This is an optimization exercise on Yosys and OpenROAD, whose aim is small area, not a production implementation. The RTL of this run was laid out without a check of its function. Power figures rest on the tool's default switching activity, not on a simulated workload.

===== design/flow/design.v =====
module caravel_mem_selftest #(
   parameter int ADDR_W = 6,
   parameter int HOLD   = 4
) (
   input  logic        clock,
   input  logic        reset,
   input  logic        start,
   input  logic        inject_fault,
   input  logic        upset_en,
   input  logic [ADDR_W-1:0] upset_addr,
   input  logic [4:0]  upset_bit,
   output logic [15:0] checkbits,
   output logic        done,
   output logic        pass
);
   localparam int N     = 2 ** ADDR_W;
   localparam int CNT_W = ADDR_W + 3;
   logic ph_w_q, ph_h_q, ph_b_q;    
   logic fin_q;                     
   logic ok_q;                      
   logic rd_q;                      
   logic [CNT_W-1:0] cnt_q;
   logic up_q, b0_q;                
   logic act, wr, rdst, mismatch, last_wr, last_rd, hold_end;
   assign act      = ph_w_q | ph_h_q | ph_b_q;
   assign wr       = act & ~fin_q & ~rd_q;
   assign rdst     = act & ~fin_q & rd_q;
   assign mismatch = up_q | (b0_q ^ inject_fault);
   assign last_wr  = ph_w_q ? (cnt_q[ADDR_W-1:0] == '1) :
                     ph_h_q ? (cnt_q[ADDR_W:0] == '1) : (cnt_q[ADDR_W+1:0] == '1);
   assign last_rd  = ph_w_q ? cnt_q[ADDR_W] : ph_h_q ? cnt_q[ADDR_W+1] : cnt_q[ADDR_W+2];
   assign hold_end = (cnt_q[1:0] == 2'(HOLD - 1));
   always_ff @(posedge clock) begin
      if (reset) begin
         ph_w_q <= 1'b0;
         ph_h_q <= 1'b0;
         ph_b_q <= 1'b0;
         fin_q  <= 1'b0;
         ok_q   <= 1'b0;
         rd_q   <= 1'b0;
         cnt_q  <= '0;
      end else if (!act) begin
         cnt_q <= '0;
         if (start) ph_w_q <= 1'b1;
      end else if (wr) begin
         if (last_wr) begin
            rd_q  <= 1'b1;
            cnt_q <= '0;
         end else begin
            cnt_q <= cnt_q + CNT_W'(1);
         end
      end else if (rdst) begin
         if (cnt_q != '0 && mismatch) begin
            fin_q <= 1'b1;
            cnt_q <= '0;
         end else if (last_rd) begin
            fin_q <= 1'b1;
            ok_q  <= 1'b1;
            cnt_q <= '0;
         end else begin
            cnt_q <= cnt_q + CNT_W'(1);
         end
      end else if (ok_q && !ph_b_q) begin
         if (hold_end) begin
            ph_w_q <= 1'b0;
            ph_h_q <= ph_w_q;
            ph_b_q <= ph_h_q;
            fin_q  <= 1'b0;
            ok_q   <= 1'b0;
            rd_q   <= 1'b0;
            cnt_q  <= '0;
         end else begin
            cnt_q <= cnt_q + CNT_W'(1);
         end
      end
   end
   assign checkbits = {act, 1'b0, act, 1'b0, fin_q, 1'b0, fin_q, fin_q,
                       1'b0, ph_w_q, ph_h_q, ph_b_q, 3'b000, ok_q};
   assign done      = fin_q & (~ok_q | ph_b_q);
   assign pass      = fin_q & ok_q & ph_b_q;
   logic [ADDR_W-1:0] row;
   logic [3:0]        lanes;
   assign row   = ph_w_q ? cnt_q[ADDR_W-1:0] : ph_h_q ? cnt_q[ADDR_W:1] : cnt_q[ADDR_W+1:2];
   assign lanes = ph_w_q ? 4'hF : ph_h_q ? (cnt_q[0] ? 4'hC : 4'h3) : (4'b0001 << cnt_q[1:0]);
   logic [N*32-1:0] m_q;
   logic [N-1:0] rsel, usel;
   always_comb begin
      for (int a = 0; a < N; a++) begin
         rsel[a] = (row == ADDR_W'(a));
         usel[a] = upset_en && (upset_addr == ADDR_W'(a));
      end
   end
   logic [31:0] ucol;
   always_comb for (int b = 0; b < 32; b++) ucol[b] = (upset_bit == 5'(b));
   logic [4*N-1:0] keep;
   always_comb begin
      for (int a = 0; a < N; a++)
         for (int l = 0; l < 4; l++)
            keep[4*a+l] = ~(wr & rsel[a] & lanes[l]);
   end
   caravel_mem_selftest_array #(.N(N)) u_array (
      .clock(clock), .keep(keep), .urow(usel), .ucol(ucol), .q(m_q)
   );
   logic [3:0] rz, rb;
   always_comb begin
      rz = '0;
      rb = '0;
      for (int a = 0; a < N; a++) begin
         for (int l = 0; l < 4; l++) begin
            rz[l] = rz[l] | (rsel[a] & (|m_q[32*a+8*l+1 +: 7]));
            rb[l] = rb[l] | (rsel[a] & m_q[32*a+8*l]);
         end
      end
   end
   always_ff @(posedge clock) begin
      if (ph_w_q) begin
         b0_q <= rb[0];
         up_q <= |rz | rb[1] | rb[2] | rb[3];
      end else if (ph_h_q) begin
         b0_q <= cnt_q[0] ? rb[2] : rb[0];
         up_q <= cnt_q[0] ? (rz[2] | rz[3] | rb[3]) : (rz[0] | rz[1] | rb[1]);
      end else begin
         b0_q <= rb[cnt_q[1:0]];
         up_q <= rz[cnt_q[1:0]];
      end
   end
endmodule
module caravel_mem_selftest_array #(
   parameter int N = 64
) (
   input  logic            clock,
   input  logic [4*N-1:0]  keep,
   input  logic [N-1:0]    urow,
   input  logic [31:0]     ucol,
   output logic [N*32-1:0] q
);
   always_ff @(posedge clock) begin
      for (int a = 0; a < N; a++)
         for (int b = 0; b < 32; b++)
            q[32*a+b] <= (q[32*a+b] & keep[4*a+b/8]) ^ (urow[a] & ucol[b]);
   end
endmodule

===== design/flow/run.sh =====
#!/bin/bash
# synth_recipe.tcl (not shown) runs the flow's synth.tcl, then flattens the netlist and writes it again
# the make line also repeats each setting of config.mk as NAME=value (left out here)
make -C /OpenROAD-flow-scripts/flow DESIGN_CONFIG=/design/flow/config.mk WORK_HOME=/design/flow/orfs CLKGATE_MAP_FILE= SYNTH_SCRIPT=/design/flow/synth_recipe.tcl finish

===== design/flow/config.mk =====
export PLATFORM = sky130hd
export DESIGN_NAME = caravel_mem_selftest
export DESIGN_NICKNAME = caravel_mem_selftest
export VERILOG_FILES = /design/flow/design.v
export SDC_FILE = /design/flow/constraint.sdc
export NUM_CORES = 4
export LEC_CHECK = 0
export CAP_MARGIN = 20
export CORE_MARGIN = 2
export CORE_UTILIZATION = 60
export PLACE_DENSITY = 0.7
export SLEW_MARGIN = 20

===== design/flow/constraint.sdc =====
create_clock -name core_clock -period 10.0 [get_ports {clock}]
set_input_delay 2.0000 -clock core_clock [delete_from_list [all_inputs] [get_ports {clock}]]
set_output_delay 2.0000 -clock core_clock [all_outputs]
set_load 0.01 [all_outputs]

==> results.json <==
{
  "totalWireLength_um": 316000,
  "viasPerCell": 5.95,
  "ys_ff_latch": 2065,
  "crit_slowest_cell": "a22oi_1",
  "max_cap_violations": 0,
  "finalCritPeriodShare": 0.573,
  "first_iter_violations": 9087,
  "crit_path_cell_trace": "nand4bb_1 -> and3_2 -> buf_4 -> nor3_4 -> buf_4 -> a22oi_1 -> o2111ai_1 -> nor4b_1 -> nand3_1 -> a22oi_1 -> nand4_1",
  "reg2reg_from": "ph_w_q",
  "ant_nets": 0,
  "vias": 74200,
  "grt_usage": 0.418,
  "tightestPinTransition_ns": 1.35,
  "syn_to_final_growth_pct": 10.8,
  "layout_setup_ws_ns": 4.27,
  "fin_nets": 10400,
  "drt_pass1_iterations": 7,
  "avgSynthCellArea_um2": 8.33,
  "min_period_ns": 5.73,
  "design.die.area_um2": 149000,
  "coreArea_um2": 145000,
  "slew-limit-headroom": 0.0912,
  "cts.sinks": 2065,
  "cp-start-kind": "flip-flop",
  "synth_xor_area_frac": 0.206,
  "cts_setup_buffers": 0,
  "worstPathArrival_ns": 6.47,
  "ctsHoldBuffers": 0,
  "fin_worst_skew_ns": 0.0468,
  "syn-cell-area_um2": 87400,
  "synth_top_family_by_area": "simple AND/OR/NAND/NOR gates",
  "r2r-end": "up_q",
  "synth_fa_ha_area_frac": 0.000716,
  "syn_inst": 10500,
  "cts_resized": 0,
  "row_count": 140,
  "crit_buf_inv": 2,
  "antenna_found_initial": 26,
  "cts_tree": "yes",
  "end_kind": "flip-flop",
  "drive_gt1_frac": 0.0659,
  "start_util": 0.602,
  "grt_pass1_vias": 69600,
  "synth_compound_area_frac": 0.0328,
  "drc": 0,
  "grt.overflow.total": 0,
  "root_buffer": "clkbuf_16",
  "status": "timing/DRC/antenna clean",
  "postLayoutCoreUtil": 0.667,
  "holdPathStages": 2,
  "tns_ns": 0,
  "fp.dieH_um": 386,
  "multiInputGateArea_um2": 44300,
  "clk_path_buf_depth": 3,
  "grt_pass1_wl_um": 458000,
  "setup_violations": 0,
  "max_freq_mhz": 175,
  "wl_per_cell_um": 25.3,
  "hold_path.class": "flip-flop to flip-flop",
  "p_leak_nw": 42.2,
  "fin_total_pwr_w": 0.0171,
  "synth.area.mux_share": 0.000229,
  "post-dp-hpwl_um": 208000,
  "die_w_um": 386,
  "gp_congestion": 1.08,
  "slowest_delay_ns": 0.99,
  "rr_worst_depth": 11,
  "final_cell_mix": "nand2_1, dfxtp_1, nor2_1, xnor2_1, xor2_1",
  "synthArstFlopShare": 0,
  "ys.flop_type": "dfxtp_1",
  "final-seq-area_um2": 41300,
  "io_pins": 34,
  "yosysSeqAreaShare": 0.473,
  "rrSetupSlack_ns": 4.27,
  "final_hold_viol_count": 0,
  "rsz0062_at_grt": "false",
  "crit_type": "flip-flop to flip-flop",
  "critPathTopFamily": "simple AND/OR/NAND/NOR gates",
  "post-place-ws_ns": 4.56,
  "synth_edf_count": 0,
  "cp_max_fo": 51,
  "portBuffers": 26,
  "placed_cell_area_um2": 89700,
  "grt_max_degree": 60,
  "ir_drop_v": 0.000152,
  "slew_viol_final": 0,
  "path_clk_slew_ns": 0.07,
  "final_area_um2": 96800,
  "p_per_area_nw_per_um2": 177,
  "hold_end": "u_array.q[742]",
  "ys_warn_count": 2,
  "yosys.area_share.simple": 0.260,
  "synth.distinct_cells": 84,
  "final_common_cell": "nand2_1",
  "min-delay-start": "u_array.q[742]",
  "htreeDepth": 4,
  "fill_cells": 11800,
  "worstPathRequired_ns": 10.75,
  "clkLatencyLatePin_ns": 0.87,
  "numCtsBuffers": 205
}
## cell usage after synthesis (16+ instances only)
| library cell | n | area share |
|---|---|---|
| nand4_1 | 74 | 0.0053 |
| a22oi_1 | 96 | 0.0082 |
| nor3_2 | 34 | 0.0039 |
| clkbuf_1 | 466 | 0.020 |
| nor3_1 | 133 | 0.0076 |
| inv_1 | 24 | 0.0010 |
| a21oi_1 | 27 | 0.0015 |
| buf_6 | 16 | 0.0021 |
| xnor2_1 | 1698 | 0.17 |
| nand3_1 | 34 | 0.0019 |
| nor4_1 | 225 | 0.016 |
| buf_4 | 33 | 0.0028 |
| nor2_1 | 1800 | 0.077 |
| o41ai_1 | 70 | 0.0070 |
| dfxtp_1 | 2065 | 0.47 |
| buf_2 | 20 | 0.0011 |
| o22ai_1 | 24 | 0.0017 |
| nand2_1 | 2859 | 0.12 |
| or4_1 | 173 | 0.015 |
| a22o_1 | 17 | 0.0017 |
| xor2_1 | 355 | 0.036 |
## tightest hold or removal path: stages, from the launching register on
cell and delay (ns):
dfxtp_1 0.30, nand2_1 0.06, xnor2_1 0.06
## layer usage
| metal | global-route usage | routed length [um] | share of wire | vias up |
|---|---|---|---|---|
| li1 | - | - | - | 33200 |
| met1 | 0.527 | 119000 | 0.38 | 35300 |
| met2 | 0.590 | 126000 | 0.40 | 4319 |
| met3 | 0.142 | 41800 | 0.13 | 1275 |
| met4 | 0.308 | 28200 | 0.089 | 40 |
| met5 | 0.00390 | 612 | 0.0019 | - |
## cell type report
class	count	area share
Antenna cell	11	0.000284
Clock buffer	312	0.0639
Clock inverter	65	0.00802
Inverter	24	0.000930
Multi-Input combinational cell	7871	0.458
Sequential cell	2065	0.427
Tap cell	1917	0.0248
Timing Repair Buffer	209	0.0173
## sequential cells by signal, indices dropped and copies added, names as in the netlist
register and flops:
ph_h_q 1, up_q 1, ph_b_q 1, b0_q 1, u_array.q 2048, ok_q 1, rd_q 1, cnt_q 9
fin_q 1, ph_w_q 1
## where the power goes
part / internal (W) / switching (W) / leakage [nW]
registers: 0.00841 / 0.000120 / 16.8
clock network: 0.00460 / 0.00338 / 3.45
logic: 0.000191 / 0.000428 / 22.0
## worst max path at each step
stage,start,end,slack (ns),depth (start not counted)
after CTS,ph_w_q,checkbits[15],4.78,3
after detailed placement,upset_addr[3],u_array.q[1159],4.56,6
after global routing,ph_w_q,up_q,4.49,10
final,ph_w_q,up_q,4.27,11
after floorplan,upset_addr[5],u_array.q[32],6.47,6
after global placement,upset_addr[3],u_array.q[1685],4.65,6
## cell families after synthesis
group,after synthesis
compound gates,365
other cells,1
mux,2
buf+inv,565
xor+xnor,2053
flops,2065
simple gates,5439
fa+ha+maj,5
## stage by stage
stage               std cells  hold slack [ns]
finish                  12500            0.467
global route            12500            0.480
CTS                     12500            0.469
detailed placement      12100            0.461
global placement        12100            0.454
floorplan               10500            0.445

port drivers added, routing unchanged:
How much do the figures lean on ideal ports? The routed layout below was timed once more, with nothing changed but the port constraints. Step 1 (the two cells are an assumption about what drives the block):
set clk [get_ports {clock}]
set_driving_cell -lib_cell sky130_fd_sc_hd__clkbuf_16 $clk
set_driving_cell -lib_cell sky130_fd_sc_hd__buf_2 [delete_from_list [all_inputs] $clk]
Step 2 times the ports against the registers' clock, not the clock port: input delays grow and output delays shrink by t, the midpoint of the rising clock arrivals with the driver on. Slacks: ideal ports / drivers / drivers and shift; pairs: ideal ports / drivers.
t, ns: 0.927
setup WS [ns]: 4.274 / 4.274 / 4.274
worst setup path at the end: register to register
After both steps this run still meets setup and hold. The setup slack of this run moves by 0.000 ns with the drivers and by 0.000 ns with both steps.
